From an optimization exercise on the open Yosys and OpenROAD flow, aimed at a short achievable clock period and few clock cycles; shortcuts taken in it are not production practice.
Function was checked by simulation only, so behaviour that the tests miss may differ from the original.
No activity file was given, so power comes from the tool's default toggle rates.

## processor
module processor #(
    parameter logic [31:0] reset_pc = '0
) (
    input  wire      clock,
    input  wire      rst,
    output isa_pkg::word_t    address_imem,
    input  isa_pkg::word_t    q_imem,
    output isa_pkg::word_t    address_dmem,
    output isa_pkg::word_t    data,
    output logic     wren,
    input  isa_pkg::word_t    q_dmem,
    output logic     ctrl_write_enable,
    output isa_pkg::reg_idx_t ctrl_write_reg,
    output isa_pkg::reg_idx_t ctrl_read_reg_a,
    output isa_pkg::reg_idx_t ctrl_read_reg_b,
    output isa_pkg::word_t    data_write_reg,
    input  isa_pkg::word_t    data_read_reg_a,
    input  isa_pkg::word_t    data_read_reg_b
);
Size in the first run: ~3100 cells after synthesis, ~390 flip-flops, ~280 I/O pins.
export LEC_CHECK = 0
export CAP_MARGIN = 20
export CORE_MARGIN = 2
export CORE_UTILIZATION = 40
export PLACE_DENSITY = 0.6
export SETUP_SLACK_MARGIN = 4.0
export SLEW_MARGIN = 20
export TNS_END_PERCENT = 100
create_clock -name core_clock -period 5.8 [get_ports {clock}]
standard.sh (not shown) runs the stock make flow with config.mk's settings and CLKGATE_MAP_FILE= SYNTH_SCRIPT=/design/flow/synth_recipe.tcl, a recipe that flattens the netlist after the stock synthesis.
==> flow/flow/run.sh <==
#!/bin/bash
# Standard layout with two changes to synthesis: no adder-cell mapping step
# (ADDER_MAP_FILE empty), and ABC maps with flow/speed.abc, a depth-oriented
# script, so that the prefix adders in the RTL keep their short depth.
set -euo pipefail
HERE=$(pwd)
cat flow/abc_override.tcl synth_recipe.tcl > my_synth.tcl
sed "s#SYNTH_SCRIPT=[^ ]*#SYNTH_SCRIPT=$HERE/my_synth.tcl#" standard.sh > my_standard.sh
export MY_ABC_SCRIPT=$HERE/flow/speed.abc
export ADDER_MAP_FILE=
bash my_standard.sh > orfs_make.log 2>&1
==> flow/flow/abc_override.tcl <==
# Technology mapping with our own ABC script (flow/speed.abc) instead of the
# platform's; everything else in synthesis is the standard script's.
proc abc {args} {
  set i [lsearch -exact $args -script]
  if { $i >= 0 } { lset args [expr { $i + 1 }] $::env(MY_ABC_SCRIPT) }
  puts "abc with our script: $args"
  yosys abc {*}$args
}
==> flow/flow/speed.abc <==
strash
balance
&get -n
&dch -f
&nf {D}
&put
buffer -c
upsize -c {D}
dnsize -c {D}
stime -p
Testbench counts at the start, summed over its fixed seeds: cycles 158,861.
Then changed:
--- a/flow/design.v
+++ b/flow/design.v
@@ -460,14 +460,16 @@
             default: f_tgt_hi = pc[31:9];
         endcase
     end
     assign f_target = {f_tgt_hi, f_tgt_lo[8:0]};
     localparam int BHT_BITS = 6;
     logic [1:0]          bht [0:(1 << BHT_BITS) - 1];
     logic [BHT_BITS-1:0] f_bidx;
+    logic                f_early_ok;     
+    logic                f_early_ne;     
     logic                f_pred_taken;
     assign f_bidx = pc[BHT_BITS-1:0];
     always_comb begin
         if (f_is_jump)         f_next = {5'b0, q_imem[26:0]};
         else if (f_pred_taken) f_next = f_target;
         else                   f_next = pc_plus1;
     end
@@ -477,14 +479,16 @@
     logic [4:0]  x_rb;
     logic [4:0]  x_shamt;
     logic [31:0] x_imm;
     logic        x_we_d;         
     logic        x_sub;
     logic        x_sel_sum, x_sel_and, x_sel_or, x_sel_sll, x_sel_sra;
     logic        x_lw_d, x_sw_d, x_bne_d, x_blt_d;
+    logic        x_addi_we;      
+    logic [31:0] x_negimm;       
     logic        x_pred;         
     logic [31:0] x_pc1;          
     logic [31:0] x_target;       
     logic [BHT_BITS-1:0] x_bidx;
     logic        x_bne_pt, x_bne_pn, x_blt_pt, x_blt_pn;    
     logic        x_fa_rf, x_fa_alu, x_fa_ld, x_fb_rf, x_fb_alu, x_fb_ld;
     logic        x_b_pos, x_b_neg;
@@ -518,15 +522,18 @@
     logic x_ne, x_lt, x_mispredict, x_we;
     assign x_ne = (src_b != src_a);
     slt32 u_lt (.a (src_b), .b (src_a), .lt (x_lt));
     logic x_taken;
     assign x_taken      = (x_bne_d && x_ne) || (x_blt_d && x_lt);
     assign x_mispredict = x_valid && ((x_bne_pt && !x_ne) || (x_bne_pn && x_ne) ||
                                       (x_blt_pt && !x_lt) || (x_blt_pn && x_lt));
-    assign f_pred_taken = f_is_branch && f_short && bht[f_bidx][1];
+    assign f_early_ok = f_is_bne && x_valid && x_addi_we && x_fa_rf &&
+                        (((f_rd == x_rd) && (f_rs == 5'd0)) || ((f_rs == x_rd) && (f_rd == 5'd0)));
+    assign f_early_ne = (data_read_reg_a != x_negimm);     
+    assign f_pred_taken = f_is_branch && f_short && (f_early_ok ? f_early_ne : bht[f_bidx][1]);
     ks_add #(.W(32)) u_xtgt (
         .a (x_pc1), .b (x_imm), .cin (1'b0), .sum (x_target), .cout ()
     );
     assign x_we = x_valid && x_we_d;
     always_ff @(posedge clock) begin
         if (rst) begin
             pc      <= reset_pc;
@@ -541,14 +548,16 @@
     end
     always_ff @(posedge clock) begin
         x_rd      <= f_rd;
         x_rs      <= f_rs;
         x_rb      <= f_rb;
         x_shamt   <= q_imem[11:7];
         x_imm     <= {{15{q_imem[16]}}, q_imem[16:0]};
+        x_addi_we <= f_is_addi && (f_rd != 5'd0);
+        x_negimm  <= inc32(~{{15{q_imem[16]}}, q_imem[16:0]});
         x_pred    <= f_pred_taken;
         x_pc1     <= pc_plus1;
         x_b_pos   <= !(f_is_addi || f_is_lw || f_is_sw) && !(f_is_r && (f_aop == isa_pkg::alu_sub));
         x_b_neg   <= f_is_r && (f_aop == isa_pkg::alu_sub);
         x_imm_b   <= (f_is_addi || f_is_lw || f_is_sw) ? {{15{q_imem[16]}}, q_imem[16:0]} : 32'd0;
         x_bidx    <= f_bidx;
         x_bne_pt  <= f_is_bne &&  f_pred_taken;
Outcome: Clock power falls by about 2%; final area rises by 1.2%; hold slack improves by 0.026 ns; non-clock buffer count falls by 50; sequential power rises by about 5%; worst setup slack degrades by 0.22 ns; synthesized area rises by 3.6%; wire length falls by 3.9%; total power rises by 0.39%; flip-flop and latch count rises by 18; utilization falls by 1.6 points; combinational power falls by about 2%; first-iteration DRC count falls by 4.6%.
Testbench counts after the change, summed over its fixed seeds: cycles 155,958.

========
Another version of the RTL of processor (not shown whole).
Size: about 2600 cells after synthesis, roughly 290 flip-flops, roughly 0.021 mm^2 of cells after synthesis.
export LEC_CHECK = 0
export CAP_MARGIN = 20
export CORE_MARGIN = 2
export CORE_UTILIZATION = 40
export PLACE_DENSITY = 0.6
export SETUP_SLACK_MARGIN = 4.0
export SLEW_MARGIN = 20
export TNS_END_PERCENT = 100
create_clock -name core_clock -period 5.8 [get_ports {clock}]
Scripts as last shown in full above: flow/flow/run.sh, flow/flow/abc_override.tcl, flow/flow/speed.abc
The first run produced a clean layout.
Testbench counts at the start, summed over its fixed seeds: cycles 156,123.
Next try:
--- a/flow/design.v
+++ b/flow/design.v
@@ -450,25 +450,25 @@
     assign pc_hi_dec = dec15(pc[31:17]);
     ks_add #(.W(17)) u_tgt (
         .a (pc[16:0]), .b (q_imem[16:0]), .cin (1'b1), .sum (f_tgt_lo[16:0]), .cout (f_tgt_lo[17])
     );
     always_comb begin
         case ({q_imem[16], f_tgt_lo[17]})
             2'b01:   f_tgt_hi = pc_hi_inc;
             2'b10:   f_tgt_hi = pc_hi_dec;
             default: f_tgt_hi = pc[31:17];
         endcase
     end
     assign f_target = {f_tgt_hi, f_tgt_lo[16:0]};
-    localparam int BHT_BITS = 4;
+    localparam int BHT_BITS = 6;
     logic [1:0]          bht [0:(1 << BHT_BITS) - 1];
     logic [BHT_BITS-1:0] f_bidx;
     logic                f_early_ok;     
     logic                f_early_ne;     
     logic                f_pred_taken;
     assign f_bidx = pc[BHT_BITS-1:0];
     always_comb begin
         if (f_is_jump)         f_next = {5'b0, q_imem[26:0]};
         else if (f_pred_taken) f_next = f_target;
         else                   f_next = pc_plus1;
     end
     logic        x_valid;
@@ -513,27 +513,27 @@
     assign x_result = ({32{x_sel_sum}} & sum) |
                       ({32{x_sel_and}} & (src_a & src_b)) |
                       ({32{x_sel_or}}  & (src_a | src_b)) |
                       ({32{x_sel_sll}} & shl) |
                       ({32{x_sel_sra}} & sra);
     logic x_ne, x_lt, x_mispredict, x_we;
     assign x_ne = (src_b != src_a);
     slt32 u_lt (.a (src_b), .b (src_a), .lt (x_lt));
     logic x_taken;
     assign x_taken      = (x_bne_d && x_ne) || (x_blt_d && x_lt);
     assign x_mispredict = x_valid && ((x_bne_pt && !x_ne) || (x_bne_pn && x_ne) ||
                                       (x_blt_pt && !x_lt) || (x_blt_pn && x_lt));
-    assign f_early_ok = f_is_bne && x_valid && x_addi_we && !x_fa_alu && !x_fa_ld &&
+    assign f_early_ok = f_is_bne && x_valid && x_addi_we &&
                         (((f_rd == x_rd) && (f_rs == 5'd0)) || ((f_rs == x_rd) && (f_rd == 5'd0)));
-    assign f_early_ne = (data_read_reg_a != x_negimm);     
+    assign f_early_ne = (src_a != x_negimm);
     assign f_pred_taken = f_is_branch && (f_early_ok ? f_early_ne : bht[f_bidx][1]);
     assign x_we = x_valid && x_we_d;
     always_ff @(posedge clock) begin
         if (rst) begin
             pc      <= reset_pc;
             x_valid <= 1'b0;
         end else if (x_mispredict) begin
             pc      <= x_alt;
             x_valid <= 1'b0;
         end else begin
             pc      <= f_next;
             x_valid <= 1'b1;
@@ -563,43 +563,39 @@
         x_sel_or  <= f_is_r && (f_aop == isa_pkg::alu_or);
         x_sel_sll <= f_is_r && (f_aop == isa_pkg::alu_sll);
         x_sel_sra <= f_is_r && (f_aop == isa_pkg::alu_sra);
         x_lw_d    <= f_is_lw;
         x_sw_d    <= f_is_sw;
         x_bne_d   <= f_is_bne;
         x_blt_d   <= f_is_blt;
         x_fa_alu  <= x_we && !x_lw_d && (x_rd == f_rs);
         x_fa_ld   <= x_we &&  x_lw_d && (x_rd == f_rs);
         x_fb_alu  <= x_we && !x_lw_d && (x_rd == f_rb);
         x_fb_ld   <= x_we &&  x_lw_d && (x_rd == f_rb);
     end
-    logic [1:0]          x_bctr;
     logic                m_bvalid;
-    logic [1:0]          m_bctr_inc, m_bctr_dec;
     logic                m_btaken;
     logic [BHT_BITS-1:0] m_bidx;
-    assign x_bctr = bht[x_bidx];
     always_ff @(posedge clock) begin
         if (rst) m_bvalid <= 1'b0;
         else     m_bvalid <= x_valid && (x_bne_d || x_blt_d);
-        m_btaken   <= x_taken;
-        m_bidx     <= x_bidx;
-        m_bctr_inc <= (x_bctr == 2'b11) ? 2'b11 : x_bctr + 2'd1;
-        m_bctr_dec <= (x_bctr == 2'b00) ? 2'b00 : x_bctr - 2'd1;
+        m_btaken <= x_taken;
+        m_bidx   <= x_bidx;
     end
     always_ff @(posedge clock) begin
         if (rst) begin
             for (int i = 0; i < (1 << BHT_BITS); i++) bht[i] <= 2'b10;
         end else if (m_bvalid) begin
-            bht[m_bidx] <= m_btaken ? m_bctr_inc : m_bctr_dec;
+            if (m_btaken && (bht[m_bidx] != 2'b11))       bht[m_bidx] <= bht[m_bidx] + 2'd1;
+            else if (!m_btaken && (bht[m_bidx] != 2'b00)) bht[m_bidx] <= bht[m_bidx] - 2'd1;
         end
     end
     always_ff @(posedge clock) begin
         if (rst) begin
             m_we    <= 1'b0;
             m_load  <= 1'b0;
             m_store <= 1'b0;
             w_we    <= 1'b0;
         end else begin
             m_we    <= x_we;
             m_load  <= x_valid && x_lw_d;
             m_store <= x_valid && x_sw_d;
Effect: The new run produced a clean layout. Total power rises by 34%. Die area rises by 21%. Global-route usage falls by 0.41 points. Final area rises by 17%. Wire length rises by 23%. Cell count rises by 14%. Via count rises by 15%. Sequential power rises by 34%. Sequential share of layout area rises by 4.3 points. Synthesized cell count rises by 14%. Clock skew rises by 0.011 ns. Clock-buffer cell count rises by 21. Clock power rises by 33%. Setup slack loses 0.36 ns.
Testbench counts after the change, summed over its fixed seeds: cycles 155,958.

========
Setup of oak:
processor, a different RTL version from the one above (not shown whole).
Size: ~2100 cells after synthesis, ~220 flip-flops, ~280 I/O pins, ~17000 um2 of cells after synthesis.
==> module processor, before the edit <==
module processor #(
    parameter logic [31:0] reset_pc = '0
) (
    input  wire      clock,
    input  wire      rst,
    output isa_pkg::word_t    address_imem,
    input  isa_pkg::word_t    q_imem,
    output isa_pkg::word_t    address_dmem,
    output isa_pkg::word_t    data,
    output logic     wren,
    input  isa_pkg::word_t    q_dmem,
    output logic     ctrl_write_enable,
    output isa_pkg::reg_idx_t ctrl_write_reg,
    output isa_pkg::reg_idx_t ctrl_read_reg_a,
    output isa_pkg::reg_idx_t ctrl_read_reg_b,
    output isa_pkg::word_t    data_write_reg,
    input  isa_pkg::word_t    data_read_reg_a,
    input  isa_pkg::word_t    data_read_reg_b
);
    logic [31:0] pc;
    logic [31:0] pc_plus1;
    logic [4:0]  f_op;
    logic [4:0]  f_rd, f_rs, f_rt, f_aop;
    logic        f_is_r, f_is_addi, f_is_lw, f_is_sw, f_is_bne, f_is_blt, f_is_jump;
    logic        f_is_branch;
    logic        f_reads_rd;
    logic [4:0]  f_rb;
    logic        f_we;
    logic [17:0] f_tgt_lo;
    logic [14:0] f_tgt_hi;
    logic [31:0] f_target;
    logic [31:0] f_next;
    assign address_imem = pc;
    assign pc_plus1     = pc + 32'd1;
    assign f_op  = q_imem[31:27];
    assign f_rd  = q_imem[26:22];
    assign f_rs  = q_imem[21:17];
    assign f_rt  = q_imem[16:12];
    assign f_aop = q_imem[6:2];
    assign f_is_r      = (f_op == isa_pkg::op_rtype);
    assign f_is_addi   = (f_op == isa_pkg::op_addi);
    assign f_is_lw     = (f_op == isa_pkg::op_lw);
    assign f_is_sw     = (f_op == isa_pkg::op_sw);
    assign f_is_bne    = (f_op == isa_pkg::op_bne);
    assign f_is_blt    = (f_op == isa_pkg::op_blt);
    assign f_is_jump   = (f_op == isa_pkg::op_j);
    assign f_is_branch = f_is_bne || f_is_blt;
    assign f_reads_rd  = f_is_sw || f_is_branch;
    assign f_rb        = f_reads_rd ? f_rd : f_rt;
    assign f_we        = (f_is_r || f_is_addi || f_is_lw) && (f_rd != 5'd0);
    ks_add #(.W(17)) u_tgt (
        .a (pc_plus1[16:0]), .b (q_imem[16:0]), .cin (1'b0), .sum (f_tgt_lo[16:0]), .cout (f_tgt_lo[17])
    );
    always_comb begin
        case ({q_imem[16], f_tgt_lo[17]})
            2'b01:   f_tgt_hi = pc_plus1[31:17] + 15'd1;
            2'b10:   f_tgt_hi = pc_plus1[31:17] - 15'd1;
            default: f_tgt_hi = pc_plus1[31:17];
        endcase
    end
    assign f_target = {f_tgt_hi, f_tgt_lo[16:0]};
    always_comb begin
        if (f_is_jump)        f_next = {5'b0, q_imem[26:0]};
        else if (f_is_branch) f_next = f_target;       
        else                  f_next = pc_plus1;
    end
    logic        x_valid;
    logic [4:0]  x_rd;
    logic [4:0]  x_rs;
    logic [4:0]  x_rb;
    logic [4:0]  x_shamt;
    logic [31:0] x_imm;
    logic [31:0] x_pc1;
    logic        x_we_d;         
    logic        x_use_imm;      
    logic        x_sub;
    logic        x_sel_sum, x_sel_and, x_sel_or, x_sel_sll, x_sel_sra;
    logic        x_lw_d, x_sw_d, x_bne_d, x_blt_d;
    logic        x_fa_alu, x_fa_ld, x_fb_alu, x_fb_ld;
    assign ctrl_read_reg_a = x_rs;
    assign ctrl_read_reg_b = x_rb;
    logic        m_we;
    logic        m_load;
    logic        m_store;
    logic [4:0]  m_rd;
    logic [31:0] m_result;
    logic [31:0] m_data;
    logic        w_we;
    logic [4:0]  w_rd;
    logic [31:0] w_val;
    logic [31:0] src_a, src_b;
    logic [31:0] addend, sum, shl, sra, x_result;
    assign src_a = x_fa_alu ? m_result : x_fa_ld ? q_dmem : data_read_reg_a;
    assign src_b = x_fb_alu ? m_result : x_fb_ld ? q_dmem : data_read_reg_b;
    assign addend = x_use_imm ? x_imm : (src_b ^ {32{x_sub}});
    ks_add #(.W(32)) u_add (
        .a (src_a), .b (addend), .cin (x_sub), .sum (sum), .cout ()
    );
    assign shl    = src_a << x_shamt;
    assign sra    = isa_pkg::word_t'($signed(src_a) >>> x_shamt);
    assign x_result = ({32{x_sel_sum}} & sum) |
                      ({32{x_sel_and}} & (src_a & src_b)) |
                      ({32{x_sel_or}}  & (src_a | src_b)) |
                      ({32{x_sel_sll}} & shl) |
                      ({32{x_sel_sra}} & sra);
    logic x_ne, x_lt, x_mispredict, x_we;
    assign x_ne = (src_b != src_a);
    slt32 u_lt (.a (src_b), .b (src_a), .lt (x_lt));
    assign x_mispredict = x_valid && ((x_bne_d && !x_ne) || (x_blt_d && !x_lt));
    assign x_we = x_valid && x_we_d;
    always_ff @(posedge clock) begin
        if (rst) begin
            pc      <= reset_pc;
            x_valid <= 1'b0;
        end else if (x_mispredict) begin
            pc      <= x_pc1;
            x_valid <= 1'b0;
        end else begin
            pc      <= f_next;
            x_valid <= 1'b1;
        end
    end
    always_ff @(posedge clock) begin
        x_rd      <= f_rd;
        x_rs      <= f_rs;
        x_rb      <= f_rb;
        x_shamt   <= q_imem[11:7];
        x_imm     <= {{15{q_imem[16]}}, q_imem[16:0]};
        x_pc1     <= pc_plus1;
        x_we_d    <= f_we;
        x_use_imm <= f_is_addi || f_is_lw || f_is_sw;
        x_sub     <= f_is_r && (f_aop == isa_pkg::alu_sub);
        x_sel_sum <= f_is_addi || f_is_lw || f_is_sw ||
                     (f_is_r && ((f_aop == isa_pkg::alu_add) || (f_aop == isa_pkg::alu_sub)));
        x_sel_and <= f_is_r && (f_aop == isa_pkg::alu_and);
        x_sel_or  <= f_is_r && (f_aop == isa_pkg::alu_or);
        x_sel_sll <= f_is_r && (f_aop == isa_pkg::alu_sll);
        x_sel_sra <= f_is_r && (f_aop == isa_pkg::alu_sra);
        x_lw_d    <= f_is_lw;
        x_sw_d    <= f_is_sw;
        x_bne_d   <= f_is_bne;
        x_blt_d   <= f_is_blt;
        x_fa_alu  <= x_we && !x_lw_d && (x_rd == f_rs);
        x_fa_ld   <= x_we &&  x_lw_d && (x_rd == f_rs);
        x_fb_alu  <= x_we && !x_lw_d && (x_rd == f_rb);
        x_fb_ld   <= x_we &&  x_lw_d && (x_rd == f_rb);
    end
    always_ff @(posedge clock) begin
        if (rst) begin
            m_we    <= 1'b0;
            m_load  <= 1'b0;
            m_store <= 1'b0;
            w_we    <= 1'b0;
        end else begin
            m_we    <= x_we;
            m_load  <= x_valid && x_lw_d;
            m_store <= x_valid && x_sw_d;
            w_we    <= m_we;
        end
    end
    always_ff @(posedge clock) begin
        m_rd     <= x_rd;
        m_result <= x_result;
        m_data   <= src_b;
        w_rd     <= m_rd;
        w_val    <= m_load ? q_dmem : m_result;
    end
    assign address_dmem      = m_result;
    assign data              = m_data;
    assign wren              = m_store;
    assign ctrl_write_enable = w_we;
    assign ctrl_write_reg    = w_rd;
    assign data_write_reg    = w_val;
endmodule
Settings: LEC_CHECK=0, CAP_MARGIN=20, CORE_MARGIN=2, CORE_UTILIZATION=40, PLACE_DENSITY=0.6, SETUP_SLACK_MARGIN=4.0, SLEW_MARGIN=20, TNS_END_PERCENT=100; clock period 5.8 ns.
run.sh (not shown) runs the stock make flow with config.mk's settings and CLKGATE_MAP_FILE= SYNTH_SCRIPT=/design/flow/synth_recipe.tcl, a recipe that flattens the netlist after the stock synthesis.
Stock flow here: none of the scripts above is used.
oak finished every stage and its layout cleared the timing, DRC and antenna checks.
Testbench counts of oak, summed over its fixed seeds: cycles 162,081.
Here is what was changed in the inputs of pine compared with oak.
diff --git a/flow/design.v b/flow/design.v
--- a/flow/design.v
+++ b/flow/design.v
@@ -410,7 +410,25 @@
     logic [31:0] f_target;
     logic [31:0] f_next;
     assign address_imem = pc;
-    assign pc_plus1     = pc + 32'd1;
+    function automatic logic [31:0] inc32(input logic [31:0] v);
+        logic [31:0] c;
+        c[0] = 1'b1;
+        for (int i = 1; i < 32; i++) c[i] = c[i-1] & v[i-1];
+        inc32 = v ^ c;
+    endfunction
+    function automatic logic [14:0] inc15(input logic [14:0] v);
+        logic [14:0] c;
+        c[0] = 1'b1;
+        for (int i = 1; i < 15; i++) c[i] = c[i-1] & v[i-1];
+        inc15 = v ^ c;
+    endfunction
+    function automatic logic [14:0] dec15(input logic [14:0] v);
+        logic [14:0] c;
+        c[0] = 1'b1;
+        for (int i = 1; i < 15; i++) c[i] = c[i-1] & ~v[i-1];
+        dec15 = v ^ c;
+    endfunction
+    assign pc_plus1 = inc32(pc);
     assign f_op  = q_imem[31:27];
     assign f_rd  = q_imem[26:22];
     assign f_rs  = q_imem[21:17];
@@ -427,14 +445,17 @@
     assign f_reads_rd  = f_is_sw || f_is_branch;
     assign f_rb        = f_reads_rd ? f_rd : f_rt;
     assign f_we        = (f_is_r || f_is_addi || f_is_lw) && (f_rd != 5'd0);
+    logic [14:0] pc_hi_inc, pc_hi_dec;
+    assign pc_hi_inc = inc15(pc[31:17]);
+    assign pc_hi_dec = dec15(pc[31:17]);
     ks_add #(.W(17)) u_tgt (
-        .a (pc_plus1[16:0]), .b (q_imem[16:0]), .cin (1'b0), .sum (f_tgt_lo[16:0]), .cout (f_tgt_lo[17])
+        .a (pc[16:0]), .b (q_imem[16:0]), .cin (1'b1), .sum (f_tgt_lo[16:0]), .cout (f_tgt_lo[17])
     );
     always_comb begin
         case ({q_imem[16], f_tgt_lo[17]})
-            2'b01:   f_tgt_hi = pc_plus1[31:17] + 15'd1;
-            2'b10:   f_tgt_hi = pc_plus1[31:17] - 15'd1;
-            default: f_tgt_hi = pc_plus1[31:17];
+            2'b01:   f_tgt_hi = pc_hi_inc;
+            2'b10:   f_tgt_hi = pc_hi_dec;
+            default: f_tgt_hi = pc[31:17];
         endcase
     end
     assign f_target = {f_tgt_hi, f_tgt_lo[16:0]};
## What came out
Global-route usage (lower): oak
Sort pine and oak by count of plain and timing-repair buffers in the layout, ascending, and pine comes first.
Compare pine and oak | final critical-path required period lower: oak
pine finished all stages; the layout is clean.
For pine, the end of the critical path was pc[30]$_SDFFE_PP0P_, unlike oak, where it was pc[25]$_SDFF_PP0_.
Compared with oak, pine shows a lower worst setup slack.
Between oak and pine, the flow reports per-instance average area after synthesis increasing slightly.
Testbench counts of pine, summed over its fixed seeds: cycles 162,081.

static timing again, ports no longer ideal:
The results above use ideal ports. As a check the final layouts listed here were re-extracted and re-timed, cells and wires unchanged. Step 1 assumes that a clkbuf_16 drives the clock port and a buf_2 every other input. Step 2 adds t to the input delays and takes it off the output delays; t is the mean of the earliest and latest rising clock arrival at the registers after step 1. Input paths then give back, and output paths get back, about the clock's delay inside the block. Slacks: no drivers / after step 1 / after step 2; pairs: no drivers / after step 1.
run	t (ns)	setup slack, ns	latest minus earliest clock arrival (ns)	slew at the worst register clock pin (ns)	worst slew at a driven data input, ns
the first run of note 1	0.669	1.648 / 1.654 / 0.985	0.044 / 0.044	0.07 / 0.07	0.20
the second run of note 1	0.663	1.425 / 1.456 / 0.793	0.026 / 0.027	0.07 / 0.07	0.10
the first run of note 2	0.639	2.014 / 2.042 / 1.404	0.028 / 0.029	0.07 / 0.07	0.09
the second run of note 2	0.676	1.651 / 1.651 / 1.045	0.040 / 0.041	0.07 / 0.07	0.09
oak	0.625	0.882 / 0.882 / 0.324	0.019 / 0.019	0.07 / 0.07	0.06
pine	0.622	0.179 / 0.179 / 0.179	0.025 / 0.026	0.07 / 0.07	0.05
After both steps setup and hold are still met in every run listed. For the first run of note 1, which loses most, drivers alone change the setup slack by +0.006 ns; drivers and shift together by -0.663 ns.
